This is an optimization exercise on Yosys and OpenROAD, whose aim is small area, a short achievable clock period and few clock cycles per item, not a production implementation. Only simulation tests tie the RTL to the original design; equivalence was not proved.

--- flow/run.sh ---
#!/bin/bash
set -euo pipefail
bash standard.sh SETUP_SLACK_MARGIN=5.5 finish > standard_flow.log 2>&1
--- standard.sh ---
#!/bin/bash
# synth_recipe.tcl (not shown) runs the flow's synth.tcl, then flattens the netlist and writes it again
# the make line also repeats each setting of config.mk as NAME=value (left out here)
make -C /OpenROAD-flow-scripts/flow DESIGN_CONFIG=/design/flow/config.mk WORK_HOME=/design/flow/orfs CLKGATE_MAP_FILE= SYNTH_SCRIPT=/design/flow/synth_recipe.tcl "${@:-finish}"
--- config.mk ---
export PLATFORM = sky130hd
export DESIGN_NAME = fft_dit_top
export DESIGN_NICKNAME = fft_dit_top
export VERILOG_FILES = /design/flow/design.v
export SDC_FILE = /design/flow/constraint.sdc
export NUM_CORES = 4
export LEC_CHECK = 0
export ABC_CLOCK_PERIOD_IN_PS = 3500
export CAP_MARGIN = 20
export CORE_MARGIN = 2
export CORE_UTILIZATION = 40
export SETUP_SLACK_MARGIN = 5
export SLEW_MARGIN = 20
--- constraint.sdc ---
create_clock -name core_clock -period 9.0 [get_ports {clk}]
set_input_delay 1.8000 -clock core_clock [delete_from_list [all_inputs] [get_ports {clk}]]
set_output_delay 1.8000 -clock core_clock [all_outputs]
set_load 0.01 [all_outputs]
--- design.v ---
`timescale 1ns/1ps
module tw_rows (
   input  logic [1:0]  n,
   input  logic [15:0] b,
   input  logic [8:0]  su,
   input  logic [8:0]  df,
   output logic [8:0]  hp, lp,
   output logic        cfp,       
   output logic [1:0]  ccp,       
   output logic [8:0]  hq, lq,
   output logic        cfq
);
   logic [15:0] br, bi, s9, d9;
   logic [15:0] r1, r2, r3, r4, r5, q1, q2, q3, q4, q5;
   logic [15:0] pc, qc;
   assign br = {{8{b[7]}},  b[7:0]};
   assign bi = {{8{b[15]}}, b[15:8]};
   assign s9 = {{7{su[8]}}, su};
   assign d9 = {{7{df[8]}}, df};
   always_comb begin
      case (n)
         2'd0: begin
            r1 = br << 6; r2 = '0; r3 = '0; r4 = '0; r5 = '0; pc = '0;
            q1 = bi << 6; q2 = '0; q3 = '0; q4 = '0; q5 = '0; qc = '0;
         end
         2'd1: begin
            r1 = br << 6; r2 = ~br << 2; r3 = ~br; r4 = bi << 4; r5 = bi << 3;
            pc = 16'd5;
            q1 = bi << 6; q2 = ~bi << 2; q3 = ~bi; q4 = ~br << 4; q5 = ~br << 3;
            qc = 16'd29;
         end
         2'd2: begin
            r1 = s9 << 5; r2 = s9 << 3; r3 = s9 << 2; r4 = s9; r5 = '0; pc = '0;
            q1 = d9 << 5; q2 = d9 << 3; q3 = d9 << 2; q4 = d9; q5 = '0; qc = '0;
         end
         default: begin
            r1 = bi << 6; r2 = ~bi << 2; r3 = ~bi; r4 = br << 4; r5 = br << 3;
            pc = 16'd5;
            q1 = ~br << 6; q2 = br << 2; q3 = br; q4 = bi << 4; q5 = bi << 3;
            qc = 16'd64;
         end
      endcase
   end
   logic [15:0] sp, cp, sq, cq;
   tw_tree u_tp (.x1(r1), .x2(r2), .x3(r3), .x4(r4), .x5(r5), .k(pc), .s(sp), .c(cp));
   tw_tree u_tq (.x1(q1), .x2(q2), .x3(q3), .x4(q4), .x5(q5), .k(qc), .s(sq), .c(cq));
   logic [6:0] lop, loq;
   logic [7:0] lcp;
   assign lop = {1'b0, sp[5:0]} + {1'b0, cp[5:0]};
   assign lcp = {2'b0, sp[5:0]} + {2'b0, cp[5:0]} + 8'd63;
   assign loq = {1'b0, sq[5:0]} + {1'b0, cq[5:0]};
   assign hp  = sp[14:6];
   assign lp  = cp[14:6];
   assign cfp = lop[6];
   assign ccp = lcp[7:6];
   assign hq  = sq[14:6];
   assign lq  = cq[14:6];
   assign cfq = loq[6];
endmodule
module tw_tree (
   input  logic [15:0] x1, x2, x3, x4, x5, k,
   output logic [15:0] s,
   output logic [15:0] c
);
   logic [15:0] s1, c1, s2, c2, s3, c3;
   csa16 u1 (.x(x1), .y(x2), .z(x3), .s(s1), .c(c1));
   csa16 u2 (.x(x4), .y(x5), .z(k),  .s(s2), .c(c2));
   csa16 u3 (.x(s1), .y(c1), .z(s2), .s(s3), .c(c3));
   csa16 u4 (.x(s3), .y(c3), .z(c2), .s(s),  .c(c));
endmodule
module add_hlc (
   input  logic [7:0] a,
   input  logic       neg,
   input  logic [8:0] h,
   input  logic [8:0] l,
   input  logic [1:0] c,
   output logic [7:0] y
);
   logic [8:0] z;
   logic [1:0] k;
   assign k = neg ? (2'd2 - c) : c;
   assign z = {a[7], a} + (h ^ {9{neg}}) + (l ^ {9{neg}}) + {7'd0, k};
   assign y = z[8:1];
endmodule
`timescale 1ns/1ps
module bf_w0 (
   input  logic [15:0] a,
   input  logic [15:0] b,
   output logic [15:0] s,
   output logic [15:0] d
);
   logic [8:0] sr, si, dr, di;
   assign sr = {a[7],  a[7:0]}  + {b[7],  b[7:0]};
   assign si = {a[15], a[15:8]} + {b[15], b[15:8]};
   assign dr = {a[7],  a[7:0]}  - {b[7],  b[7:0]};
   assign di = {a[15], a[15:8]} - {b[15], b[15:8]};
   assign s  = {si[8:1], sr[8:1]};
   assign d  = {di[8:1], dr[8:1]};
endmodule
module bf_w4 (
   input  logic [15:0] a,
   input  logic [15:0] b,
   output logic [15:0] s,
   output logic [15:0] d
);
   logic [8:0] sr, si, dr, di;
   assign sr = {a[7],  a[7:0]}  + {b[15], b[15:8]};
   assign si = {a[15], a[15:8]} - {b[7],  b[7:0]};
   assign dr = {a[7],  a[7:0]}  - {b[15], b[15:8]};
   assign di = {a[15], a[15:8]} + {b[7],  b[7:0]};
   assign s  = {si[8:1], sr[8:1]};
   assign d  = {di[8:1], dr[8:1]};
endmodule
module csa16 (
   input  logic [15:0] x,
   input  logic [15:0] y,
   input  logic [15:0] z,
   output logic [15:0] s,
   output logic [15:0] c
);
   assign s = x ^ y ^ z;
   assign c = {((x[14:0] & y[14:0]) | (x[14:0] & z[14:0]) | (y[14:0] & z[14:0])), 1'b0};
endmodule
module cs_scale (
   input  logic [15:0] s,
   input  logic [15:0] c,
   output logic [8:0]  h,
   output logic [8:0]  l,
   output logic        cy
);
   logic [6:0] lo;
   assign lo = {1'b0, s[5:0]} + {1'b0, c[5:0]};
   assign h  = s[14:6];
   assign l  = c[14:6];
   assign cy = lo[6];
endmodule
module mul_w2_cs (
   input  logic [9:0]  xp,
   input  logic [9:0]  xq,
   output logic [8:0]  ph_re, pl_re,
   output logic        pc_re,
   output logic [8:0]  ph_im, pl_im,
   output logic        pc_im
);
   logic [15:0] sp, cp, sq, cq;
   mul45 u_p (.x({{6{xp[9]}}, xp}), .s(sp), .c(cp));
   mul45 u_q (.x({{6{xq[9]}}, xq}), .s(sq), .c(cq));
   cs_scale u_sp (.s(sp), .c(cp), .h(ph_re), .l(pl_re), .cy(pc_re));
   cs_scale u_sq (.s(sq), .c(cq), .h(ph_im), .l(pl_im), .cy(pc_im));
endmodule
module mul45 (
   input  logic [15:0] x,
   output logic [15:0] s,
   output logic [15:0] c
);
   logic [15:0] s1, c1;
   csa16 u1 (.x(x << 5), .y(x << 3), .z(x << 2), .s(s1), .c(c1));
   csa16 u2 (.x(s1),     .y(c1),     .z(x),      .s(s),  .c(c));
endmodule
module bf_w04 (
   input  logic        rot,
   input  logic [15:0] a,
   input  logic [15:0] b,
   output logic [15:0] s,
   output logic [15:0] d
);
   logic [8:0] ar, ai, pr, pm, sr, si, dr, di;
   assign ar = {a[7],  a[7:0]};
   assign ai = {a[15], a[15:8]};
   assign pr = rot ? {b[15], b[15:8]} : {b[7], b[7:0]};
   assign pm = rot ? ~{b[7], b[7:0]} : {b[15], b[15:8]};
   assign sr = ar + pr;
   assign si = ai + pm + {8'd0, rot};
   assign dr = ar - pr;
   assign di = ai - pm - {8'd0, rot};
   assign s  = {si[8:1], sr[8:1]};
   assign d  = {di[8:1], dr[8:1]};
endmodule
`timescale 1ns/1ps
module fft_dit_top (
   input  logic        clk,
   input  logic        rst_n,
   input  logic [15:0] in_x,
   input  logic        in_nd,
   output logic [15:0] out_x,
   output logic        out_nd,
   output logic        overflow
);
   logic [3:0]  wcnt;        
   logic [15:0] d8 [8];
   logic [15:0] d4 [4];
   logic [15:0] d4x;         
   logic [15:0] c1s, c1d;
   bf_w0 u_bf0 (.a(d8[7]), .b(in_x), .s(c1s), .d(c1d));
   always_ff @(posedge clk) begin
      if (in_nd) begin
         d8[0] <= wcnt[3] ? c1d : in_x;
         for (int n = 1; n < 8; n++) d8[n] <= d8[n-1];
         d4[0] <= c1s;
         for (int n = 1; n < 4; n++) d4[n] <= d4[n-1];
      end
   end
   logic [15:0] c1s_q, c1d_q;
   logic        v;
   logic [3:0]  cnt;
   always_ff @(posedge clk) begin
      c1s_q <= c1s;
      c1d_q <= c1d;
      d4x   <= d4[3];
      cnt   <= wcnt;
   end
   always_ff @(posedge clk or negedge rst_n) begin
      if (!rst_n) begin
         v    <= 1'b0;
         wcnt <= '0;
      end else begin
         v <= in_nd;
         if (in_nd) wcnt <= wcnt + 4'd1;
      end
   end
   logic [15:0] g_in [4];
   bf_w0 u_bf1a (.a(d4x), .b(c1s_q), .s(g_in[0]), .d(g_in[2]));
   bf_w4 u_bf1b (.a(d8[4]), .b(c1d_q), .s(g_in[1]), .d(g_in[3]));
   logic [9:0]  xp_in [2], xq_in [2];
   always_comb begin
      xp_in[0] = {{2{g_in[1][7]}},  g_in[1][7:0]}  + {{2{g_in[1][15]}}, g_in[1][15:8]};
      xq_in[0] = {{2{g_in[1][15]}}, g_in[1][15:8]} - {{2{g_in[1][7]}},  g_in[1][7:0]};
      xp_in[1] = {{2{g_in[3][15]}}, g_in[3][15:8]} - {{2{g_in[3][7]}},  g_in[3][7:0]};
      xq_in[1] = 10'd0 - {{2{g_in[3][7]}}, g_in[3][7:0]} - {{2{g_in[3][15]}}, g_in[3][15:8]};
   end
   logic [15:0] y_q [4];
   logic [9:0]  xp_q [2], xq_q [2];
   logic        yv;
   logic [1:0]  yj;
   always_ff @(posedge clk) begin
      y_q[0]  <= g_in[0];
      y_q[3]  <= g_in[3];
      xp_q[0] <= xp_in[0];
      xq_q[0] <= xq_in[0];
      if (v & cnt[3] & cnt[2]) begin
         y_q[2]  <= g_in[2];
         xp_q[1] <= xp_in[1];
         xq_q[1] <= xq_in[1];
      end
      yj <= cnt[1:0];
   end
   always_ff @(posedge clk or negedge rst_n) begin
      if (!rst_n) yv <= 1'b0;
      else        yv <= v & cnt[3] & cnt[2];
   end
   logic [15:0] ya [4];
   logic [15:0] yb [4];
   logic [15:0] da [4];
   logic [15:0] db [4];
   logic [9:0]  xp2h, xq2h;  
   logic        st;          
   logic        c2;          
   logic        y01;         
   logic        u1, u2;      
   logic        se, sh, sg;
   always_ff @(posedge clk) begin
      if (c2) begin
         xp2h <= xp_q[1];
         xq2h <= xq_q[1];
      end
   end
   always_ff @(posedge clk or negedge rst_n) begin
      if (!rst_n) begin
         st  <= 1'b0;
         c2  <= 1'b0;
         y01 <= 1'b0;
         u1  <= 1'b0;
         u2  <= 1'b0;
         se  <= 1'b0;
         sh  <= 1'b0;
         sg  <= 1'b0;
      end else begin
         st  <= v & (cnt == 4'd15);
         c2  <= v & (cnt == 4'd14);
         y01 <= v & (cnt[3:1] == 3'b110);
         u1  <= st;
         u2  <= u1;
         se  <= (v & (cnt[3:1] == 3'b111)) | st | u1;
         sh  <= (v & (cnt == 4'd15)) | u1;
         sg  <= st | u1;
      end
   end
   logic        e02, h02, g02;    
   logic [15:0] a02, b02, s02, d02;
   assign e02 = se;
   assign h02 = sh;
   assign g02 = sg;
   assign a02 = g02 ? (h02 ? yb[2] : ya[2]) : (h02 ? yb[0] : ya[0]);
   assign b02 = g02 ? (h02 ? y_q[2] : db[2]) : y_q[0];
   bf_w04 u_bf02 (.rot(g02), .a(a02), .b(b02), .s(s02), .d(d02));
   logic        e13p, h13p, g13p;
   assign e13p = se;
   assign h13p = sh;
   assign g13p = sg;
   logic [9:0]  xp13, xq13;
   assign xp13 = g13p ? (h13p ? xp_q[1] : xp2h) : xp_q[0];
   assign xq13 = g13p ? (h13p ? xq_q[1] : xq2h) : xq_q[0];
   logic [8:0]  ph_re, pl_re, ph_im, pl_im;
   logic        pc_re, pc_im;
   mul_w2_cs u_m13 (.xp(xp13), .xq(xq13),
      .ph_re(ph_re), .pl_re(pl_re), .pc_re(pc_re),
      .ph_im(ph_im), .pl_im(pl_im), .pc_im(pc_im));
   logic [8:0]  qh_re, ql_re, qh_im, ql_im;
   logic        qc_re, qc_im;
   logic        e13, h13, g13;    
   always_ff @(posedge clk) begin
      qh_re <= ph_re; ql_re <= pl_re; qc_re <= pc_re;
      qh_im <= ph_im; ql_im <= pl_im; qc_im <= pc_im;
      h13   <= h13p;
      g13   <= g13p;
   end
   always_ff @(posedge clk or negedge rst_n) begin
      if (!rst_n) e13 <= 1'b0;
      else        e13 <= e13p;
   end
   logic [15:0] a13, s13, d13;
   assign a13 = g13 ? (h13 ? yb[3] : ya[3]) : (h13 ? yb[1] : ya[1]);
   logic [8:0] sr13, si13, dr13, di13;
   assign sr13 = {a13[7],  a13[7:0]}  + qh_re + ql_re + qc_re;
   assign si13 = {a13[15], a13[15:8]} + qh_im + ql_im + qc_im;
   assign dr13 = {a13[7],  a13[7:0]}  - qh_re - ql_re - qc_re;
   assign di13 = {a13[15], a13[15:8]} - qh_im - ql_im - qc_im;
   assign s13 = {si13[8:1], sr13[8:1]};
   assign d13 = {di13[8:1], dr13[8:1]};
   always_ff @(posedge clk) begin
      if (y01) begin
         for (int k = 0; k < 4; k += 2) begin
            if (!yj[0]) ya[k] <= y_q[k];
            else        yb[k] <= y_q[k];
         end
         if (!yj[0]) ya[3] <= y_q[3];
         else        yb[3] <= y_q[3];
      end
      if (v & (cnt == 4'd12)) ya[1] <= g_in[1];
      if (v & (cnt == 4'd13)) yb[1] <= g_in[1];
      if (c2) db[2] <= y_q[2];
      if (e02) begin
         if (!h02) begin
            ya[{g02, 1'b0}] <= s02;
            da[{g02, 1'b0}] <= d02;
         end else begin
            yb[{g02, 1'b0}] <= s02;
            db[{g02, 1'b0}] <= d02;
         end
      end
      if (e13) begin
         if (!h13) begin
            ya[{g13, 1'b1}] <= s13;
            da[{g13, 1'b1}] <= d13;
         end else begin
            yb[{g13, 1'b1}] <= s13;
            db[{g13, 1'b1}] <= d13;
         end
      end
   end
   logic        r_act;
   logic [3:0]  r_m;         
   logic [3:0]  m_r;
   logic        r_v;
   logic [15:0] sb;
   logic [15:0] b_q;
   logic [8:0]  su_q, df_q;
   logic [3:0]  m_q;         
   logic        m_v;
   logic [15:0] sa;
   assign r_v = u1 | r_act;
   assign m_r = r_m;
   assign sb = m_r[2] ? db[m_r[1:0]] : yb[m_r[1:0]];
   always_ff @(posedge clk) begin
      b_q  <= sb;
      su_q <= {sb[7], sb[7:0]} + {sb[15], sb[15:8]};
      df_q <= {sb[15], sb[15:8]} - {sb[7], sb[7:0]};
      m_q  <= m_r;
   end
   always_ff @(posedge clk or negedge rst_n) begin
      if (!rst_n) begin
         r_act <= 1'b0;
         r_m   <= '0;
         m_v   <= 1'b0;
      end else begin
         m_v <= r_v;
         if (r_v) r_m <= r_m + 4'd1;
         if (u1) r_act <= 1'b1;
         else if (&r_m) r_act <= 1'b0;
      end
   end
   assign sa = m_q[2] ? da[m_q[1:0]] : ya[m_q[1:0]];
   logic [8:0]  thp, tlp, thq, tlq;
   logic        tcfp, tcfq;
   logic [1:0]  tccp;
   tw_rows u_tw (.n(m_q[1:0]), .b(b_q), .su(su_q), .df(df_q),
                 .hp(thp), .lp(tlp), .cfp(tcfp), .ccp(tccp),
                 .hq(thq), .lq(tlq), .cfq(tcfq));
   logic [15:0] a_q;
   logic [8:0]  hp_q, lp_q, hq_q, lq_q;
   logic        cfp_q, cfq_q;
   logic [1:0]  ccp_q;
   logic [1:0]  n_q;           
   logic        a_v;
   logic        al;
   always_ff @(posedge clk) begin
      a_q   <= sa;
      hp_q  <= thp; lp_q <= tlp; cfp_q <= tcfp; ccp_q <= tccp;
      hq_q  <= thq; lq_q <= tlq; cfq_q <= tcfq;
      n_q   <= m_q[3:2];
      al    <= &m_q;
   end
   logic [7:0] o_re, o_im;
   add_hlc u_ore (.a(a_q[7:0]), .neg(n_q[1]),
                  .h(n_q[0] ? hq_q : hp_q), .l(n_q[0] ? lq_q : lp_q),
                  .c(n_q[0] ? {1'b0, cfq_q} : {1'b0, cfp_q}), .y(o_re));
   add_hlc u_oim (.a(a_q[15:8]), .neg(n_q[1] ^ n_q[0]),
                  .h(n_q[0] ? hp_q : hq_q), .l(n_q[0] ? lp_q : lq_q),
                  .c(n_q[0] ? ccp_q : {1'b0, cfq_q}), .y(o_im));
   logic ol;
   always_ff @(posedge clk) begin
      out_x <= {o_im, o_re};
      ol    <= al;
   end
   always_ff @(posedge clk or negedge rst_n) begin
      if (!rst_n) begin
         a_v    <= 1'b0;
         out_nd <= 1'b0;
      end else begin
         a_v    <= m_v;
         out_nd <= a_v;
      end
   end
   logic [1:0] ost;
   logic       f_in, f_out;
   assign f_in  = v & (cnt == 4'd0);
   assign f_out = out_nd & ol;
   always_ff @(posedge clk or negedge rst_n) begin
      if (!rst_n) begin
         ost      <= '0;
         overflow <= 1'b0;
      end else begin
         ost <= ost + {1'b0, f_in} - {1'b0, f_out};
         if (f_in && ost == 2'd2 && !f_out) overflow <= 1'b1;
      end
   end
endmodule
==> results of run 1 <==
## cell usage after synthesis (5+ instances only)
cell | count | area [um2]
edfxtp_1 | 500 | 15000
inv_1 | 353 | 1330
ha_1 | 323 | 4040
dfxtp_1 | 250 | 5000
nand2_1 | 237 | 890
o21ai_0 | 209 | 1050
xnor2_1 | 166 | 1450
nor2_1 | 164 | 616
a21oi_1 | 159 | 796
fa_1 | 159 | 3180
clkbuf_1 | 99 | 372
mux4_2 | 96 | 2160
mux2i_1 | 83 | 831
a21o_1 | 61 | 458
xor2_1 | 54 | 473
mux2_2 | 50 | 563
o21bai_1 | 42 | 315
nor2b_1 | 40 | 250
nor3_1 | 30 | 150
nand2b_1 | 29 | 181
nand3_1 | 27 | 135
o21ai_1 | 27 | 135
dfrtp_1 | 24 | 601
and3_1 | 20 | 125
buf_1 | 19 | 71.3
a31oi_1 | 18 | 113
buf_2 | 14 | 70.1
o21a_1 | 14 | 105
o31ai_1 | 14 | 105
o211ai_1 | 10 | 75.1
and2_1 | 9 | 56.3
o41ai_1 | 9 | 78.8
nor3b_1 | 8 | 60.1
a211oi_1 | 7 | 52.6
or2_2 | 7 | 43.8
or4_1 | 7 | 52.6
a31o_2 | 6 | 52.6
a21boi_0 | 5 | 37.5
nand4_1 | 5 | 31.3
nor4_1 | 5 | 31.3
o2111ai_1 | 5 | 43.8
or3_1 | 5 | 31.3
## critical path, stage by stage, from the launching register on
cell and delay (ns):
dfxtp_4 0.41, mux4_2 0.56, fa_1 0.45, ha_1 0.31, a21oi_2 0.18, fa_2 0.22, nor2b_1 0.04, o21ai_1 0.16
a21boi_1 0.11, o21a_1 0.19, o41a_1 0.40, xnor2_4 0.20
## registers in the layout (all words and copies together), names as in the netlist, 18 cells and up
signal / flops
d4: 64
db: 64
y_q: 48
xq_q: 18
yb: 64
da: 64
ya: 64
d8: 128
## repair_timing
| item | CTS | global route |
|---|---|---|
| cloned | 6 | 1 |
| endpoints found under the setup margin | 245 | 104 |
| pin swaps | 12 | 62 |
| setup buffers | 43 | 46 |
| resized for setup | 104 | 140 |
## area by class of cell
class                      instances  area (um2)  share of cell area
timing repair buffer             158        1650              0.0340
tap                             1380        1730              0.0355
clock inverter                    43         522              0.0107
inverter                         357        1360              0.0279
multi-input combinational       2181       20400               0.420
clock buffer                     112        2290              0.0470
sequential                       774       20700               0.425
timing repair inverter             1        7.51            0.000154
## per-layer routing
layer | up-vias | GRT usage | share of wire | routed length (um)
met2 | 699 | 0.334 | 0.49 | 50800
li1 | 12300 | - | - | -
met4 | 0 | 0.0701 | 0.037 | 3870
met1 | 12800 | 0.246 | 0.42 | 43700
met3 | 170 | 0.0298 | 0.051 | 5250
met5 | - | 0 | 0 | 0
## per-stage QoR
stage	std cells	instance area, um2	utilization	hold WS, ns
after floorplan	3445	42100	-	0.310
after global placement	4755	43700	0.422	0.325
after detailed placement	4755	43700	0.422	0.318
after CTS	4959	47600	0.459	0.337
after global routing	5006	48600	0.469	0.341
final	5006	48600	0.469	0.334
## layout by cell type (no fill, tap or decap), drive strengths merged, types with 34 or more instances in the layout
master         count
clkbuf           114
dfxtp            250
xor2              54
nor2b             40
nor2             164
clkdlybuf4s50     34
inv              358
buf              116
o21bai            42
a21o              61
a21oi            161
mux4              96
ha               323
nand2            237
fa               159
mux2              50
mux2i             83
xnor2            167
edfxtp           500
o21ai            236
## logic make-up after synthesis
kind of cell / count (synthesis) / share of synthesized area
and+or+nand+nor: 614 / 0.0676
buffers and inverters: 490 / 0.0445
DFF: 774 / 0.492
AOI/OAI and AO/OA: 632 / 0.0915
muxes: 229 / 0.0849
adders and majority gates: 485 / 0.173
xor gates and xnor gates: 221 / 0.0464
## path summary, 6_finish.rpt
check                           cells after the start            endpoint  slack (ns)
worst max-delay path                               11  da[3][7]$_DFFE_PP_        5.45
worst min-delay path                                0     d4x[11]$_DFF_P_        0.33
worst max register to register                     11  da[3][7]$_DFFE_PP_        5.45
worst min register to register                      0     d4x[11]$_DFF_P_        0.33
max in group asynchronous                           2        sh$_DFF_PN0_        7.11
min in group asynchronous                           2       y01$_DFF_PN0_        1.56
==> reports/results.ini, run 1 <==
[place]
globalplace.congestion=0.900
place.port_buffers=36
pre_cts_slack_ns=4.46
hpwl_um=75700

[critical_path]
required_ns=9.36
r2r_start=g13$_DFF_P_
crit_type=flip-flop to flip-flop
end_kind=flip-flop
critPathLaunchType=flip-flop
cp-startpoint=g13$_DFF_P_
arrival_ns=3.90
crit_path_max_fanout=6

[yosys]
synth_cell_types=81
syn_inst=3445
synth_ff_type=edfxtp_1
seq_area_frac_synth=0.492
synth_nets=3946
syn_area_per_cell_um2=12.2
ys_seq_elements=774
async_reset_ff_frac=0.0310
yosys_warnings=17
synth-edff-count=500
syn-cell-area_mm2=0.0419

[drt]
viasPerCell=5.19
dr_total_vias=26000
antenna_left=0
wl_per_cell_um=20.7
drtPass1Iterations=6
drc=0
drtIter0Drc=1813
routed_wl_um=104000

[clocking]
clkSinkCount=774
tritoncts=built
root_buffer=clkbuf_16
clkTransAtPathRegs_ns=0.06
cts_hold_buf=0
clock_path_buffers=3
ctsHtreeMaxLevel=3
cts_made_buffers=83
clk_latency_ns=0.66

[global_routing]
antenna_found_initial=5
track_usage=0.194
first_global_vias=26100
grt_pass1_wl_um=157000
grt.overflow.total=0
grt_max_degree=154

[sta]
clock_skew_ns=0.0473
setup_viol=0
tns_ns=0
worst_slack_ns=5.45
rsz0062_at_grt=true
max_slew_margin=0.310
slew_violations=0
hold_viol=0
period_needed_ns=3.55
tightest_slew_ns=1.03
fin_crit_sh=0.394
fmax_ghz=0.282

[floorplanning]
io_pins=37
dieArea_mm2=0.107
rows=118
core_mm2=0.104
initial_core_util=0.404
fp.dieH_um=328
fp.dieW_um=328

[final_layout]
area_delta_synth_final_pct=16.0
fin_nets=4057
antenna_cells=0
drive_gt1_frac=0.167
fillCellCount=9279

[hold_path]
hp-class=flip-flop to flip-flop
min-delay-start=d4[3][11]$_DFFE_PP_

[flow_run]
drv_cap=0

[status]
status=no timing/DRC/antenna violations

Testbench counts, summed over its fixed seeds: cycles 7,040, frames 384.
==> run 2, diff against run 1 <==
--- a/config.mk
+++ b/config.mk
@@ -8,6 +8,7 @@
 export ABC_CLOCK_PERIOD_IN_PS = 3500
 export CAP_MARGIN = 20
 export CORE_MARGIN = 2
-export CORE_UTILIZATION = 40
+export CORE_UTILIZATION = 70
+export PLACE_DENSITY = 0.8
 export SETUP_SLACK_MARGIN = 5
 export SLEW_MARGIN = 20
==> run 2 against run 1 <==
  * Still clean
  * Core utilization grew 35 points
  * Worst setup slack lost 0.16 ns
  * Critical path depth is the same
  * Final cell count down 12%
  * Synthesized cell count did not move
  * Sequential cell count unchanged
  * Design area fell by 0.87%
  * Die area down 42%
  * Synthesized area did not move
  * Count of clock-buffer cells in the layout unchanged
  * Critical path type unchanged
  * Critical endpoint is now yb[1][7]$_DFFE_PP_
==> reports/results.ini, run 2 <==
[yosys]
synth_cell_types=81  ; unchanged
synthTopCellsByCount=edfxtp_1, inv_1, ha_1, dfxtp_1, nand2_1
async_reset_ff_frac=0.0310  ; unchanged
synthTopCellsByArea=edfxtp_1, dfxtp_1, ha_1, fa_1, mux4_2
synth-edff-count=500  ; unchanged
syn_inst=3445  ; unchanged
yosys_warnings=17  ; unchanged
seq_area_frac_synth=0.492  ; unchanged
syn_area_per_cell_um2=12.2  ; unchanged
synth_nets=3946  ; unchanged
synth_area_leader_cell=edfxtp_1
synth_ff_type=edfxtp_1
synth_top_area_share=0.358  ; unchanged
synth.most_common_cell=edfxtp_1
ys_seq_elements=774  ; unchanged
syn-cell-area_mm2=0.0419  ; unchanged

[final_layout]
mostFrequentLayoutCells=edfxtp_1, inv_1, ha_1
fin_nets=4065  ; +0.20%
utilization=0.815  ; +0.346
final_common_cell=edfxtp_1
area_delta_synth_final_pct=15.0
drive_gt1_frac=0.180  ; +0.0136
fin_area_mm2=0.0482  ; -0.87%
largest_register=d8
largest_register_ffs=128  ; unchanged
antenna_cells=0  ; unchanged

[global_routing]
met2_usage=0.623  ; +0.289
antenna_found_initial=6  ; +1
grt.overflow.total=0  ; unchanged
grt_pass1_wl_um=175000  ; +11%
busiest_layer=met2
track_usage=0.380  ; +0.186
first_global_vias=29200  ; +12%
grt_max_degree=137  ; -11%
grt.met3_usage=0.0683  ; +0.0384
grtUsageMet1=0.459  ; +0.212

[drt]
antenna_left=0  ; unchanged
drc=0  ; unchanged
drtIter0Drc=3242  ; +79%
viasPerCell=6.56  ; +26%
drtPass1Iterations=22  ; +16
routed_wl_um=122000  ; +17%
wl_per_cell_um=27.6  ; +34%
dr_total_vias=28900  ; +11%

[sta]
worst_slack_ns=5.30  ; -0.158 ns
tns_ns=0  ; unchanged
fmax_ghz=0.270  ; -4.3%
clock_skew_ns=0.0222  ; -0.0250 ns
fin_crit_sh=0.412  ; +0.0176
tightest_slew_ns=1.21  ; +0.175 ns
max_slew_margin=0.194  ; -0.116
rsz0062_at_grt=true
period_needed_ns=3.70  ; +0.158 ns
setup_viol=0  ; unchanged
hold_ws_ns=0.339  ; +0.00480 ns
hold_viol=0  ; unchanged
slew_violations=0  ; unchanged

[critical_path]
max_stage_delay_ns=0.58  ; +0.02 ns
path_cells=buf_4 -> buf_6 -> mux4_2 -> fa_1 -> ha_4 -> nor2b_2 -> o2111ai_1 -> nand3_2 -> o41ai_4 -> xor2_1 -> mux2_2
end_kind=flip-flop
critPathTopFamily=multiplexers
arrival_ns=4.08  ; +0.18 ns
critPathLaunchType=flip-flop
required_ns=9.38  ; +0.02 ns
worst-path-buf-inv=2  ; +2
crit_path_max_fanout=6  ; unchanged
crit_type=flip-flop to flip-flop
slowest_stage=fa_1

[hold_path]
hp-class=flip-flop to flip-flop

[status]
status=no timing/DRC/antenna violations

[place]
hpwl_um=81300  ; +7.4%
place.port_buffers=36  ; unchanged
pre_cts_slack_ns=4.04  ; -0.415 ns
dpl_cell_area_mm2=0.0430  ; -1.7%
globalplace.congestion=0.986  ; +9.5%

[floorplanning]
fp.dieW_um=249  ; -24%
dieArea_mm2=0.0618  ; -42%
rows=89  ; -25%
initial_core_util=0.709  ; +0.304
io_pins=37  ; unchanged
core_mm2=0.0591  ; -43%
fp.dieH_um=249  ; -24%

[clocking]
cts_made_buffers=79  ; -4.8%
clkTransAtPathRegs_ns=0.06  ; about the same
cts_hold_buf=0  ; unchanged
root_buffer=clkbuf_16
clk_latency_ns=0.64  ; -0.02 ns
ctsHtreeMaxLevel=3  ; unchanged
tritoncts=built
clkSinkCount=774  ; unchanged
clock_path_buffers=3  ; unchanged

[flow_run]
drv_cap=0  ; unchanged

==> run 2: cell counts after synthesis <==
No cell type changed its count.
==> run 2: final timing paths <==
| kind | start | end | slack (ns) | cells past startpoint |
|---|---|---|---|---|
| worst max-delay path | g13$_DFF_P_ | yb[1][7]$_DFFE_PP_ | 5.30 | 11 |
| worst min-delay path | al$_DFF_P_ | ol$_DFF_P_ | 0.34 | 0 |
| min in group asynchronous | rst_n | a_v$_DFF_PN0_ | 1.56 | 2 |
| max in group asynchronous | rst_n | sg$_DFF_PN0_ | 7.10 | 2 |
| worst max register to register | g13$_DFF_P_ | yb[1][7]$_DFFE_PP_ | 5.30 | 11 |
| worst min register to register | al$_DFF_P_ | ol$_DFF_P_ | 0.34 | 0 |
==> run 2: layout make-up <==
cell class              count  area [um2]
flip-flops and latches    774       20600
repair buffers            170        1810
clock inverters            34         415
multi-input cells        2181       20800
fillers                  3073       10900
well taps                 773         967
repair inverters            1        7.51
clock buffers             112        2210
inverters                 357        1360
==> run 2: per-layer routing <==
layer / vias up / part of all wire
met5: - / 0.00011
li1: 12300 / -
met3: 564 / 0.093
met2: 1848 / 0.48
met4: 2 / 0.086
met1: 14100 / 0.34
==> run 2: repair_timing <==
| item | CTS | global route |
|---|---|---|
| gates resized for setup | 169 | 166 |
| setup buffers | 52 | 44 |
| setup endpoints to repair | 275 | 125 |
| pin swaps | 45 | 67 |
| gates cloned | 8 | 3 |
| hold endpoints to repair | 0 | 0 |
==> run 2: kinds of logic after synthesis <==
logic type	count (synthesis)	synth area share
DFF	774	0.492
AOI/OAI and AO/OA	632	0.0915
and+or+nand+nor	614	0.0676
buffers and inverters	490	0.0445
adders and majority gates	485	0.173
muxes	229	0.0849
xor gates and xnor gates	221	0.0464
==> run 2: metrics by stage <==
stage / std cells
floorplan: 3445
global placement: 4149
detailed placement: 4149
CTS: 4355
global route: 4402
finish: 4402
==> run 3, diff against run 2 <==
--- a/config.mk
+++ b/config.mk
@@ -8,7 +8,7 @@
 export ABC_CLOCK_PERIOD_IN_PS = 3500
 export CAP_MARGIN = 20
 export CORE_MARGIN = 2
-export CORE_UTILIZATION = 70
-export PLACE_DENSITY = 0.8
+export CORE_UTILIZATION = 60
+export PLACE_DENSITY = 0.7
 export SETUP_SLACK_MARGIN = 5
 export SLEW_MARGIN = 20
==> run 3 against run 2 <==
  * Count of clock-buffer cells in the layout increased by 9
  * Design area up 1.3%
  * Critical path depth unchanged
  * Wire length down 4.6%
  * Register-to-register slack gained 0.04 ns
  * Synthesized cell count unchanged
  * Critical path type unchanged
==> reports/results.ini, run 3 <==
[sta]
max_slew_margin=0.292  ; +0.0984
tns_ns=0  ; unchanged
slew_violations=0  ; unchanged
tightest_slew_ns=1.06  ; -0.150 ns
fmax_ghz=0.273  ; +1.0%
setup_viol=0  ; unchanged
rsz0062_at_grt=true
hold_viol=0  ; unchanged
fin_crit_sh=0.407  ; -0.00407
period_needed_ns=3.67  ; -0.0367 ns
clock_skew_ns=0.0298  ; +0.00763 ns

[critical_path]
slowest_stage=mux4_2
r2r_start=g13$_DFF_P_
max_stage_delay_ns=0.58  ; about the same
required_ns=9.41  ; +0.03 ns
worst-path-buf-inv=0  ; -2
crit_type=flip-flop to flip-flop
arrival_ns=4.07  ; about the same
ff2ff_path_depth=11  ; unchanged
critPathLaunchType=flip-flop
crit_path_max_fanout=7  ; +1
path_cells=mux4_2 -> fa_1 -> ha_1 -> a21oi_2 -> fa_2 -> nor2b_2 -> o21ai_2 -> a21boi_2 -> o21a_1 -> o41a_1 -> xnor2_2
critPathTopFamily=adder cells
end_kind=flip-flop
r2r-end=da[3][7]$_DFFE_PP_
rrSetupSlack_ns=5.33  ; +0.04 ns

[clocking]
clock_path_buffers=3  ; unchanged
clkSinkCount=774  ; unchanged
clkTransAtPathRegs_ns=0.06  ; about the same
cts_made_buffers=82  ; +3.8%
ctsHtreeMaxLevel=3  ; unchanged
root_buffer=clkbuf_16
cts_hold_buf=0  ; unchanged
clk_latency_ns=0.64  ; about the same
tritoncts=built

[yosys]
async_reset_ff_frac=0.0310  ; unchanged
synth_cell_types=81  ; unchanged
yosys_warnings=17  ; unchanged
syn_inst=3445  ; unchanged
synthTopCellsByCount=edfxtp_1, inv_1, ha_1, dfxtp_1, nand2_1
synthTopCellsByArea=edfxtp_1, dfxtp_1, ha_1, fa_1, mux4_2
synth_top_area_share=0.358  ; unchanged
syn-cell-area_mm2=0.0419  ; unchanged
synth_nets=3946  ; unchanged
synth_ff_type=edfxtp_1
seq_area_frac_synth=0.492  ; unchanged
synth_area_leader_cell=edfxtp_1
synth-edff-count=500  ; unchanged
synth.most_common_cell=edfxtp_1
syn_area_per_cell_um2=12.2  ; unchanged
ys_seq_elements=774  ; unchanged

[drt]
wl_per_cell_um=25.3  ; -8.4%
antenna_left=0  ; unchanged
drtIter0Drc=2375  ; -27%
drtPass1Iterations=7  ; -68%
drc=0  ; unchanged
dr_total_vias=27500  ; -4.8%
viasPerCell=6.00  ; -8.6%
routed_wl_um=116000  ; -4.6%

[hold_path]
min_path_cells=0  ; unchanged
hp-class=flip-flop to flip-flop
hold_path_end=ol$_DFF_P_
min-delay-start=al$_DFF_P_

[global_routing]
grt_pass1_wl_um=170000  ; -2.8%
grt_max_degree=115  ; -16%
grt.met3_usage=0.0388  ; -0.0295
busiest_layer=met2
antenna_found_initial=0  ; -6
grt.overflow.total=0  ; unchanged
grtUsageMet1=0.406  ; -0.0530
track_usage=0.323  ; -0.0569
first_global_vias=28000  ; -4.0%
met2_usage=0.550  ; -0.0732

[final_layout]
fin_nets=4086  ; +0.52%
mostFrequentLayoutCells=edfxtp_1, inv_1, ha_1
final_common_cell=edfxtp_1
finalNonFillerCells=4586  ; +4.2%
area_delta_synth_final_pct=16.5
largest_register_ffs=128  ; unchanged
largest_register=d8
drive_gt1_frac=0.188  ; +0.00780

[place]
hpwl_um=83500  ; +2.7%
globalplace.congestion=0.915  ; -7.2%
dpl.cell_count=4314  ; +4.0%
place.port_buffers=36  ; unchanged

[floorplanning]
initial_core_util=0.609  ; -0.0998
fp.dieW_um=268  ; +7.9%
io_pins=37  ; unchanged
core_mm2=0.0688  ; +16%
fp.dieH_um=268  ; +7.9%
dieArea_mm2=0.0720  ; +16%
rows=96  ; +7.9%

[status]
status=no timing/DRC/antenna violations

[flow_run]
drv_cap=0  ; unchanged

==> run 3: metrics by stage <==
stage | worst slack (ns) | utilization | hold WS (ns) | cell area, um2
CTS | 5.36 | 0.691 | 0.337 | 47600
global route | 5.27 | 0.709 | 0.339 | 48800
global placement | 4.09 | 0.628 | 0.316 | 43200
detailed placement | 4.02 | 0.628 | 0.316 | 43200
floorplan | 5.43 | - | 0.310 | 42100
finish | 5.33 | 0.709 | 0.331 | 48800
==> run 3: cell families (layout without fill, tap and decap cells) <==
family,after synthesis,count (layout),share of synthesized area
DFF,774,774,0.492
AOI/OAI and AO/OA,632,632,0.0915
and+or+nand+nor,614,614,0.0676
buffers and inverters,490,699,0.0445
adders and majority gates,485,485,0.173
muxes,229,229,0.0849
xor gates and xnor gates,221,221,0.0464
other,0,1,0
==> run 3: area by class of cell <==
| cell class | count | area [um2] |
|---|---|---|
| Inverter | 357 | 1350 |
| Clock buffer | 121 | 2390 |
| Clock inverter | 32 | 445 |
| Timing Repair inverter | 1 | 7.51 |
| Fill cell | 4651 | 20000 |
| Tap cell | 931 | 1160 |
| Antenna cell | 1 | 2.50 |
| Sequential cell | 774 | 20700 |
| Timing Repair Buffer | 188 | 2010 |
| Multi-Input combinational cell | 2181 | 20800 |
==> run 3: routing by layer <==
| layer | routed length (um) | up-vias |
|---|---|---|
| met5 | 0 | - |
| met4 | 6850 | 0 |
| met3 | 6830 | 281 |
| met2 | 57000 | 1061 |
| met1 | 45500 | 13800 |
| li1 | - | 12400 |
==> run 3: worst max path at each step <==
stage	startpoint	cells after the start	to
floorplan	m_q[1]$_DFF_P_	15	ccp_q[0]$_DFF_P_
global placement	m_q[0]$_DFF_P_	14	ccp_q[0]$_DFF_P_
detailed placement	m_q[0]$_DFF_P_	14	ccp_q[0]$_DFF_P_
CTS	g13$_DFF_P_	11	da[3][7]$_DFFE_PP_
global route	g13$_DFF_P_	11	da[3][7]$_DFFE_PP_
finish	g13$_DFF_P_	11	da[3][7]$_DFFE_PP_
==> run 3: timing repair <==
item,4_1_cts,5_1_grt
pin swaps,34,97
endpoints found under the setup margin,254,135
gates resized for setup,159,177
gates cloned,10,2
buffers inserted,62,44
==> run 4, diff against run 3 <==
--- a/config.mk
+++ b/config.mk
@@ -8,7 +8,7 @@
 export ABC_CLOCK_PERIOD_IN_PS = 3500
 export CAP_MARGIN = 20
 export CORE_MARGIN = 2
-export CORE_UTILIZATION = 60
-export PLACE_DENSITY = 0.7
+export CORE_UTILIZATION = 40
 export SETUP_SLACK_MARGIN = 5
 export SLEW_MARGIN = 20
+export TNS_END_PERCENT = 20
==> run 4 against run 3 <==
  * Sequential share of layout area grew 0.60 points
  * Register-to-register slack improved by 0.11 ns
  * Worst setup slack improved by 0.11 ns
  * Still clean
  * Non-clock buffer count down 52
  * Maximum frequency grew 3.2%
  * Highest routed layer unchanged
  * Wire length fell by 9.7%
  * Clock skew increased by 0.012 ns
  * Critical path type is now input pin to flip-flop
  * Synthesized cell count unchanged
  * Critical path depth is 2 lower
  * Design area decreased by 1.4%
==> reports/results.ini, run 4 <==
[floorplanning]
dieArea_mm2=0.107  ; +49%
core_mm2=0.104  ; +51%
initial_core_util=0.404  ; -0.205
rows=118  ; +23%
io_pins=37  ; unchanged
fp.dieW_um=328  ; +22%
fp.dieH_um=328  ; +22%

[clocking]
root_buffer=clkbuf_16
clk_latency_ns=0.65  ; about the same
ctsHtreeMaxLevel=3  ; unchanged
cts_made_buffers=82  ; unchanged
clock_path_buffers=3  ; unchanged
tritoncts=built
clkSinkCount=774  ; unchanged
cts_hold_buf=0  ; unchanged
clkTransAtPathRegs_ns=0.06  ; about the same

[critical_path]
r2r-end=da[1][7]$_DFFE_PP_
ff2ff_path_depth=11  ; unchanged
required_ns=9.49  ; +0.08 ns
crit_path_max_fanout=7  ; unchanged
rrSetupSlack_ns=5.45  ; +0.11 ns
r2r_start=yb[3][1]$_DFFE_PP_
critPathLaunchType=input pin
crit_type=input pin to flip-flop
arrival_ns=4.05  ; -0.02 ns
end_kind=flip-flop

[sta]
fin_crit_sh=0.395  ; -0.0125
clock_skew_ns=0.0418  ; +0.0120 ns
setup_viol=0  ; unchanged
rsz0062_at_grt=true
hold_viol=0  ; unchanged
period_needed_ns=3.55  ; -0.112 ns
tightest_slew_ns=1.12  ; +0.0641 ns
fmax_ghz=0.281  ; +3.2%
tns_ns=0  ; unchanged
max_slew_margin=0.251  ; -0.0419
slew_violations=0  ; unchanged

[global_routing]
grt.overflow.total=0  ; unchanged
grt_max_degree=113  ; -1.7%
track_usage=0.196  ; -0.127
antenna_found_initial=2  ; +2
first_global_vias=26200  ; -6.6%
grt_pass1_wl_um=159000  ; -6.8%

[yosys]
yosys_warnings=17  ; unchanged
syn_inst=3445  ; unchanged
synth_nets=3946  ; unchanged
syn-cell-area_mm2=0.0419  ; unchanged
ys_seq_elements=774  ; unchanged
synth_top_area_share=0.358  ; unchanged
synth-edff-count=500  ; unchanged
synthTopCellsByCount=edfxtp_1, inv_1, ha_1, dfxtp_1, nand2_1
synth_ff_type=edfxtp_1
syn_area_per_cell_um2=12.2  ; unchanged
synthTopCellsByArea=edfxtp_1, dfxtp_1, ha_1, fa_1, mux4_2
async_reset_ff_frac=0.0310  ; unchanged
synth_cell_types=81  ; unchanged
synth_area_leader_cell=edfxtp_1
synth.most_common_cell=edfxtp_1
seq_area_frac_synth=0.492  ; unchanged

[drt]
routed_wl_um=105000  ; -9.7%
drtPass1Iterations=5  ; -2
viasPerCell=5.20  ; -13%
antenna_left=0  ; unchanged
drtIter0Drc=1737  ; -27%
drc=0  ; unchanged
wl_per_cell_um=21.0  ; -17%
dr_total_vias=25900  ; -5.9%

[hold_path]
hp-class=flip-flop to flip-flop
min-delay-start=al$_DFF_P_
hold_path_end=ol$_DFF_P_
min_path_cells=0  ; unchanged

[final_layout]
area_delta_synth_final_pct=14.9
largest_register_ffs=128  ; unchanged
antenna_cells=0  ; -1
drive_gt1_frac=0.152  ; -0.0361
final_common_cell=edfxtp_1
fin_nets=4034  ; -1.3%
mostFrequentLayoutCells=edfxtp_1, inv_1, ha_1
largest_register=d8

[place]
place.port_buffers=36  ; unchanged
globalplace.congestion=0.904  ; -1.2%
hpwl_um=76400  ; -8.5%

[status]
status=no timing/DRC/antenna violations

[flow_run]
drv_cap=0  ; unchanged

==> run 4: cell counts after synthesis <==
No cell type changed its count.
==> run 4: routing by layer <==
layer	wire length (um)	part of all wire	GRT usage
met5	0	0	0
met3	4860	0.046	0.0246
met1	44700	0.43	0.253
met2	51100	0.49	0.337
met4	4110	0.039	0.0710
==> run 4: repair_timing <==
action,4_1_cts,5_1_grt
buffers inserted,49,21
endpoints found under the setup margin,291,107
resized for setup,86,99
gates cloned,6,0
pin swaps,12,41
==> run 4: how the worst max path moves through the flow <==
stage                     slack (ns)                    to                from  cells past startpoint
after floorplan                 5.43    d8[0][7]$_DFFE_PP_             in_x[2]                      9
after global placement          4.50      ccp_q[0]$_DFF_P_      m_q[1]$_DFF_P_                     13
after detailed placement        4.49   ya[0][13]$_DFFE_PP_        sh$_DFF_PN0_                     11
after CTS                       5.38  xq_q[1][7]$_DFFE_PP_  d8[4][0]$_DFFE_PP_                     14
after global routing            5.29  xq_q[1][7]$_DFFE_PP_    c1d_q[4]$_DFF_P_                     14
final                           5.45    d8[0][7]$_DFFE_PP_             in_x[2]                      9
==> run 4: cells by family after synthesis <==
| family | Yosys count | share of synthesized area |
|---|---|---|
| adders and majority gates | 485 | 0.173 |
| buffers and inverters | 490 | 0.0445 |
| AOI/OAI and AO/OA | 632 | 0.0915 |
| xor gates and xnor gates | 221 | 0.0464 |
| DFF | 774 | 0.492 |
| muxes | 229 | 0.0849 |
| and+or+nand+nor | 614 | 0.0676 |
==> run 4: critical path, stage by stage <==
cell,delay [ns]
clkdlybuf4s50_1,0.48
inv_1,0.06
ha_1,0.39
nor2b_1,0.17
o21ai_1,0.15
a21oi_1,0.13
o31a_1,0.27
or4_1,0.43
a31oi_1,0.17
==> run 4: metrics by stage <==
stage	cell area [um2]	utilization	worst slack [ns]	instances	hold WS [ns]
2_1_floorplan	42100	-	5.43	3445	0.310
3_3_place_gp	43700	0.422	4.50	4753	0.317
3_5_place_dp	43700	0.422	4.49	4753	0.324
4_1_cts	47500	0.459	5.38	4960	0.331
5_1_grt	48100	0.464	5.29	4981	0.342
6_report	48100	0.464	5.45	4981	0.326
==> run 4: area by class of cell <==
cell class / instances / area [um2]
Clock buffer: 107 / 2250
Multi-Input combinational cell: 2181 / 20100
Sequential cell: 774 / 20600
Clock inverter: 45 / 579
Fill cell: 9369 / 55500
Tap cell: 1380 / 1730
Inverter: 357 / 1360
Timing Repair inverter: 1 / 5.00
Timing Repair Buffer: 136 / 1440
==> run 5, diff against run 4 <==
--- a/config.mk
+++ b/config.mk
@@ -9,6 +9,8 @@
 export CAP_MARGIN = 20
 export CORE_MARGIN = 2
 export CORE_UTILIZATION = 40
+export CTS_BUF_LIST = sky130_fd_sc_hd__clkbuf_4
+export CTS_CLUSTER_SIZE = 20
 export SETUP_SLACK_MARGIN = 5
 export SLEW_MARGIN = 20
 export TNS_END_PERCENT = 20
==> run 5 against run 4 <==
  * Worst setup slack improved by 0.0023 ns
  * Global-route usage rose by 0.27 points
  * Register-to-register slack hardly changed
  * Still clean
  * Critical endpoint is now da[1][7]$_DFFE_PP_
  * Synthesized area is the same
  * Non-clock buffer count grew 2
  * Worst hold slack better by 0.0068 ns
  * Largest cell class unchanged
  * Count of clock-buffer cells in the layout is 178 higher
  * Final cell count up 4.5%
  * Sequential share of layout area is 0.19 points higher
  * Highest routed layer is now met5
  * Core utilization down 0.20 points
  * Wire length grew 0.61%
==> reports/results.ini, run 5 <==
[status]
status=no timing/DRC/antenna violations

[yosys]
synth-edff-count=500  ; unchanged
syn_inst=3445  ; unchanged
synthTopCellsByArea=edfxtp_1, dfxtp_1, ha_1, fa_1, mux4_2
synth_area_leader_cell=edfxtp_1
async_reset_ff_frac=0.0310  ; unchanged
synth_ff_type=edfxtp_1
yosys_warnings=17  ; unchanged
syn_area_per_cell_um2=12.2  ; unchanged
synth_cell_types=81  ; unchanged
synthTopCellsByCount=edfxtp_1, inv_1, ha_1, dfxtp_1, nand2_1
synth.most_common_cell=edfxtp_1
seq_area_frac_synth=0.492  ; unchanged
syn-cell-area_mm2=0.0419  ; unchanged
ys_seq_elements=774  ; unchanged
synth_nets=3946  ; unchanged
synth_top_area_share=0.358  ; unchanged

[final_layout]
largest_register_ffs=128  ; unchanged
fin_nets=4149  ; +2.9%
drive_gt1_frac=0.189  ; +0.0373
final_common_cell=edfxtp_1
finalNonFillerCells=5206  ; +4.5%
largest_register=d8
mostFrequentLayoutCells=edfxtp_1, inv_1, ha_1
area_delta_synth_final_pct=14.4
fillCellCount=9526  ; +1.7%

[floorplanning]
initial_core_util=0.404  ; unchanged
dieArea_mm2=0.107  ; unchanged
fp.dieW_um=328  ; unchanged
fp.dieH_um=328  ; unchanged
rows=118  ; unchanged
core_mm2=0.104  ; unchanged
io_pins=37  ; unchanged

[sta]
fin_crit_sh=0.395  ; about the same
fmax_ghz=0.281  ; about the same
slew_violations=0  ; unchanged
worst_slack_ns=5.45  ; +0.00231 ns
tns_ns=0  ; unchanged
hold_viol=0  ; unchanged
period_needed_ns=3.55  ; -0.00231 ns
max_slew_margin=0.254  ; +0.00321
rsz0062_at_grt=true
setup_viol=0  ; unchanged
clock_skew_ns=0.0893  ; +0.0475 ns
tightest_slew_ns=1.12  ; -0.00480 ns

[clocking]
clkTransAtPathRegs_ns=0.07  ; about the same
clock_path_buffers=3  ; unchanged
clkSinkCount=774  ; unchanged
ctsHtreeMaxLevel=4  ; +1
cts_made_buffers=195  ; +140%
root_buffer=clkbuf_4
cts_hold_buf=0  ; unchanged
clk_latency_ns=1.10  ; +0.45 ns
tritoncts=built

[critical_path]
crit_type=flip-flop to flip-flop
r2r_start=g13$_DFF_P_
arrival_ns=4.36  ; +0.31 ns
path_cells=mux4_2 -> fa_1 -> ha_1 -> a21oi_2 -> fa_2 -> nor2b_1 -> o21ai_2 -> a21boi_1 -> o21a_1 -> o41a_1 -> xnor2_4
ff2ff_path_depth=11  ; unchanged
r2r-end=da[1][7]$_DFFE_PP_
end_kind=flip-flop
crit_path_max_fanout=6  ; -1
critPathLaunchType=flip-flop
max_stage_delay_ns=0.56  ; +0.08 ns
slowest_stage=mux4_2
rrSetupSlack_ns=5.45  ; about the same
required_ns=9.81  ; +0.32 ns

[drt]
antenna_left=0  ; unchanged
dr_total_vias=26700  ; +3.1%
wl_per_cell_um=20.3  ; -3.7%
routed_wl_um=105000  ; +0.61%
drc=0  ; unchanged
drtPass1Iterations=5  ; unchanged
drtIter0Drc=1773  ; +2.1%
viasPerCell=5.13  ; -1.4%

[global_routing]
grt.overflow.total=0  ; unchanged
grt_pass1_wl_um=160000  ; +0.77%
first_global_vias=27200  ; +3.7%
track_usage=0.198  ; +0.00268
antenna_found_initial=6  ; +4
grt_max_degree=113  ; unchanged

[flow_run]
drv_cap=0  ; unchanged

[hold_path]
min-delay-start=d4[3][1]$_DFFE_PP_
min_path_cells=0  ; unchanged
hp-class=flip-flop to flip-flop
hold_path_end=d4x[1]$_DFF_P_

[place]
pre_cts_slack_ns=4.49  ; unchanged
hpwl_um=76400  ; unchanged
place.port_buffers=36  ; unchanged
globalplace.congestion=0.904  ; unchanged
dpl.cell_count=4753  ; unchanged

==> run 5: changes by cell type in the layout (fill, tap and decap cells not counted), sizes merged, moves of 2 or more <==
cell,change
buf,+4
clkdlybuf4s50,-18
clkinv,+46
dlygate4sd2,+16
diode,+5
bufinv,-8
inv,+2
clkbuf,+179
==> run 5: metal layers <==
metal	vias up	track usage	wire length, um
met5	-	0	13
met4	2	0.0887	3800
met3	176	0.0356	5960
met2	848	0.336	51800
met1	13000	0.247	43900
li1	12700	-	-
==> run 5: final cells by class <==
cell class	instances	area (um2)	area share
Sequential cell	774	20600	0.431
Multi-Input combinational cell	2181	20100	0.420
Clock buffer	285	2140	0.0446
Tap cell	1380	1730	0.0360
Timing Repair Buffer	138	1430	0.0298
Inverter	357	1360	0.0283
Clock inverter	85	482	0.0101
Antenna cell	5	12.5	0.000261
Timing Repair inverter	1	7.51	0.000157
==> run 5: logic make-up (layout without fill, tap and decap cells) <==
logic type	Yosys count	after routing	synth area share
compound gates	632	632	0.0915
xor+xnor	221	221	0.0464
fa+ha+maj	485	485	0.173
buf+inv	490	866	0.0445
flops	774	774	0.492
mux	229	229	0.0849
other cells	0	5	0
simple gates	614	614	0.0676
==> run 5: stage by stage <==
| step | util | hold WS, ns | area (um2) |
|---|---|---|---|
| 4_1_cts | 0.455 | 0.327 | 47200 |
| 3_3_place_gp | 0.422 | 0.317 | 43700 |
| 3_5_place_dp | 0.422 | 0.324 | 43700 |
| 6_report | 0.462 | 0.333 | 47900 |
| 5_1_grt | 0.462 | 0.343 | 47900 |
| 2_1_floorplan | - | 0.310 | 42100 |
==> run 5: worst max path at each step <==
stage | startpoint | end | cells past startpoint
3_5_place_dp | sh$_DFF_PN0_ | ya[0][13]$_DFFE_PP_ | 11
3_3_place_gp | m_q[1]$_DFF_P_ | ccp_q[0]$_DFF_P_ | 13
4_1_cts | d8[4][9]$_DFFE_PP_ | xq_q[1][8]$_DFFE_PP_ | 14
2_1_floorplan | in_x[2] | d8[0][7]$_DFFE_PP_ | 9
5_1_grt | g13$_DFF_P_ | db[1][7]$_DFFE_PP_ | 11
6_report | g13$_DFF_P_ | da[1][7]$_DFFE_PP_ | 11
==> run 5: critical path: cells and delay by family (launching register included) <==
family / cells / cell delay, ns
XOR/XNOR: 1 / 0.20
flip-flops: 1 / 0.41
AO/OA/AOI/OAI: 5 / 1.07
adder cells (fa/ha/maj): 3 / 1.00
AND/OR/NAND/NOR: 1 / 0.05
multiplexers: 1 / 0.56
==> run 5: repair_timing <==
item	CTS	global route
pin swaps	7	35
buffers inserted	40	32
setup endpoints to repair	316	117
cloned	5	1
gates resized for setup	101	107
==> run 6, diff against run 5 <==
--- a/config.mk
+++ b/config.mk
@@ -10,7 +10,7 @@
 export CORE_MARGIN = 2
 export CORE_UTILIZATION = 40
 export CTS_BUF_LIST = sky130_fd_sc_hd__clkbuf_4
-export CTS_CLUSTER_SIZE = 20
+export CTS_CLUSTER_SIZE = 12
 export SETUP_SLACK_MARGIN = 5
 export SLEW_MARGIN = 20
 export TNS_END_PERCENT = 20
==> run 6 against run 5 <==
  * Still clean on timing, DRC and antenna
  * Core utilization is the same
  * Synthesized area is the same
  * Die area stayed put
  * Synthesized cell count did not move
  * Critical path depth did not move
  * Design area did not move
  * Via count is the same
  * Non-clock buffer count unchanged
  * Largest cell class unchanged
==> reports/results.ini, run 6 <==
[yosys]
yosys_warnings=17  ; unchanged
synth-simple-area-share=0.0676  ; unchanged
synth.most_common_cell=edfxtp_1
ys_seq_elements=774  ; unchanged
synth_nets=3946  ; unchanged
synth_ff_type=edfxtp_1
synth_area_leader_cell=edfxtp_1
synthTopCellsByArea=edfxtp_1, dfxtp_1, ha_1, fa_1, mux4_2
seq_area_frac_synth=0.492  ; unchanged
synth_top_area_share=0.358  ; unchanged
synth_cell_types=81  ; unchanged
syn-cell-area_mm2=0.0419  ; unchanged
muxShareOfSynthArea=0.0849  ; unchanged
synth_compound_area_frac=0.0915  ; unchanged
synth_fa_ha_area_frac=0.173  ; unchanged
syn_inst=3445  ; unchanged
async_reset_ff_frac=0.0310  ; unchanged
synth-edff-count=500  ; unchanged
synthTopCellsByCount=edfxtp_1, inv_1, ha_1, dfxtp_1, nand2_1
synthXorXnorAreaFrac=0.0464  ; unchanged
synth_top_family_by_area=adder cells
syn_area_per_cell_um2=12.2  ; unchanged

[critical_path]
cp-startpoint=g13$_DFF_P_
end_kind=flip-flop
required_ns=9.81  ; about the same
arrival_ns=4.36  ; about the same
crit_type=flip-flop to flip-flop
rrSetupSlack_ns=5.45  ; about the same
ff2ff_path_depth=11  ; unchanged
r2r-end=da[1][7]$_DFFE_PP_
r2r_start=g13$_DFF_P_
critPathLaunchType=flip-flop
crit_path_max_fanout=6  ; unchanged

[sta]
max_slew_margin=0.254  ; unchanged
tightest_slew_ns=1.12  ; unchanged
hold_viol=0  ; unchanged
slew_violations=0  ; unchanged
fmax_ghz=0.281  ; unchanged
setup_viol=0  ; unchanged
fin_crit_sh=0.395  ; unchanged
tns_ns=0  ; unchanged
clock_skew_ns=0.0893  ; unchanged
rsz0062_at_grt=true
period_needed_ns=3.55  ; unchanged

[final_layout]
fin_nets=4149  ; unchanged
largest_register_ffs=128  ; unchanged
fillCellCount=9526  ; unchanged
mostFrequentLayoutCells=edfxtp_1, inv_1, ha_1
multiInputGateArea_mm2=0.0201  ; unchanged
largest_register=d8
finalNonFillerCells=5206  ; unchanged
seqCellArea_mm2=0.0206  ; unchanged
final_common_cell=edfxtp_1
drive_gt1_frac=0.189  ; unchanged
area_delta_synth_final_pct=14.4  ; unchanged

[clocking]
clkTransAtPathRegs_ns=0.07  ; about the same
tritoncts=built
cts_hold_buf=0  ; unchanged
root_buffer=clkbuf_4
clkSinkCount=774  ; unchanged
clock_path_buffers=3  ; unchanged
clk_latency_ns=1.10  ; about the same
ctsHtreeMaxLevel=4  ; unchanged
cts_made_buffers=195  ; unchanged

[hold_path]
min_path_cells=0  ; unchanged
min-delay-start=d4[3][1]$_DFFE_PP_
hp-class=flip-flop to flip-flop
hold_path_end=d4x[1]$_DFF_P_

[global_routing]
grt.overflow.total=0  ; unchanged
track_usage=0.198  ; unchanged
grt_pass1_wl_um=160000  ; unchanged
grt_max_degree=113  ; unchanged
first_global_vias=27200  ; unchanged
antenna_found_initial=6  ; unchanged

[drt]
wl_per_cell_um=20.3  ; unchanged
viasPerCell=5.13  ; unchanged
drtPass1Iterations=5  ; unchanged
dr_total_vias=26700  ; unchanged
drc=0  ; unchanged
drtIter0Drc=1773  ; unchanged
antenna_left=0  ; unchanged
routed_wl_um=105000  ; unchanged

[floorplanning]
io_pins=37  ; unchanged
rows=118  ; unchanged
core_mm2=0.104  ; unchanged
fp.dieH_um=328  ; unchanged
fp.dieW_um=328  ; unchanged
initial_core_util=0.404  ; unchanged
dieArea_mm2=0.107  ; unchanged

[status]
status=no timing/DRC/antenna violations

[place]
hpwl_um=76400  ; unchanged
place.port_buffers=36  ; unchanged
globalplace.congestion=0.904  ; unchanged
dpl.cell_count=4753  ; unchanged

[flow_run]
drv_cap=0  ; unchanged

## run 6: per-stage QoR
step,area (um2),setup slack (ns),hold WS (ns),util
floorplan,42100,5.43,0.310,-
global placement,43700,4.50,0.317,0.422
CTS,47200,5.39,0.327,0.455
detailed placement,43700,4.49,0.324,0.422
global route,47900,5.31,0.343,0.462
finish,47900,5.45,0.333,0.462
## run 6: worst max path at each step
stage	endpoint	cells past startpoint
final	da[1][7]$_DFFE_PP_	11
after global routing	db[1][7]$_DFFE_PP_	11
after CTS	xq_q[1][8]$_DFFE_PP_	14
after detailed placement	ya[0][13]$_DFFE_PP_	11
after global placement	ccp_q[0]$_DFF_P_	13
after floorplan	d8[0][7]$_DFFE_PP_	9
## run 6: final cells by class
| cell class | instances | share of cell area |
|---|---|---|
| well taps | 1380 | 0.0360 |
| flip-flops and latches | 774 | 0.431 |
| clock inverters | 85 | 0.0101 |
| inverters | 357 | 0.0283 |
| multi-input cells | 2181 | 0.420 |
| clock buffers | 285 | 0.0446 |
| repair inverters | 1 | 0.000157 |
| repair buffers | 138 | 0.0298 |
| diodes | 5 | 0.000261 |
## run 6: worst max-delay path, stage by stage, from the launching register on
cell and delay (ns):
dfxtp_4 0.41, mux4_2 0.56, fa_1 0.45, ha_1 0.31, a21oi_2 0.20, fa_2 0.24
nor2b_1 0.05, o21ai_2 0.13, a21boi_1 0.10, o21a_1 0.19, o41a_1 0.45, xnor2_4 0.20
## run 6: layer usage
layer  wire [um]  share of wire  track usage
met1       43900           0.42        0.247
met2       51800           0.49        0.336
met3        5960          0.057       0.0356
met4        3800          0.036       0.0887
met5          13        0.00012            0
## run 6: cell families (layout without fill, tap and decap cells)
kind of cell / after synthesis / count (layout)
xor+xnor: 221 / 221
simple gates: 614 / 614
mux: 229 / 229
fa+ha+maj: 485 / 485
buf+inv: 490 / 866
compound gates: 632 / 632
other cells: 0 / 5
flops: 774 / 774
## run 6: repair_timing
item                       4_1_cts  5_1_grt
setup endpoints to repair      316      117
setup buffers                   40       32
gates resized for setup        101      107
pin swaps                        7       35
gates cloned                     5        1

afterwards: timing with drivers on the ports:
The flow's constraints put no driver on any port. The routed layouts listed below were extracted and timed again, unchanged, in two steps.
Step 1: set_driving_cell puts a clkbuf_16 on clk and a buf_2 on each other input, an assumption about the parent block.
Step 2 adds t to the input delays and takes it off the output delays; t is the mean of the earliest and latest rising clock arrival at the registers after step 1. Input paths then give back, and output paths get back, about the clock's delay inside the block.
a / b / c = ideal ports / drivers / drivers and shift; a / b = the first two.
| run | shift t [ns] | slack for setup (ns) | worst register clock-pin slew, ns |
|---|---|---|---|
| run 1 | 0.705 | 5.454 / 5.454 / 4.944 | 0.07 / 0.07 |
| run 2 | 0.696 | 5.296 / 5.296 / 4.867 | 0.07 / 0.07 |
| run 3 | 0.692 | 5.333 / 5.333 / 4.902 | 0.07 / 0.07 |
| run 4 | 0.699 | 5.445 / 5.449 / 4.789 | 0.07 / 0.07 |
| run 5 | 1.125 | 5.447 / 5.447 / 4.754 | 0.08 / 0.08 |
| run 6 | 1.125 | 5.447 / 5.447 / 4.754 | 0.08 / 0.08 |
After both steps every run listed still meets setup and hold.
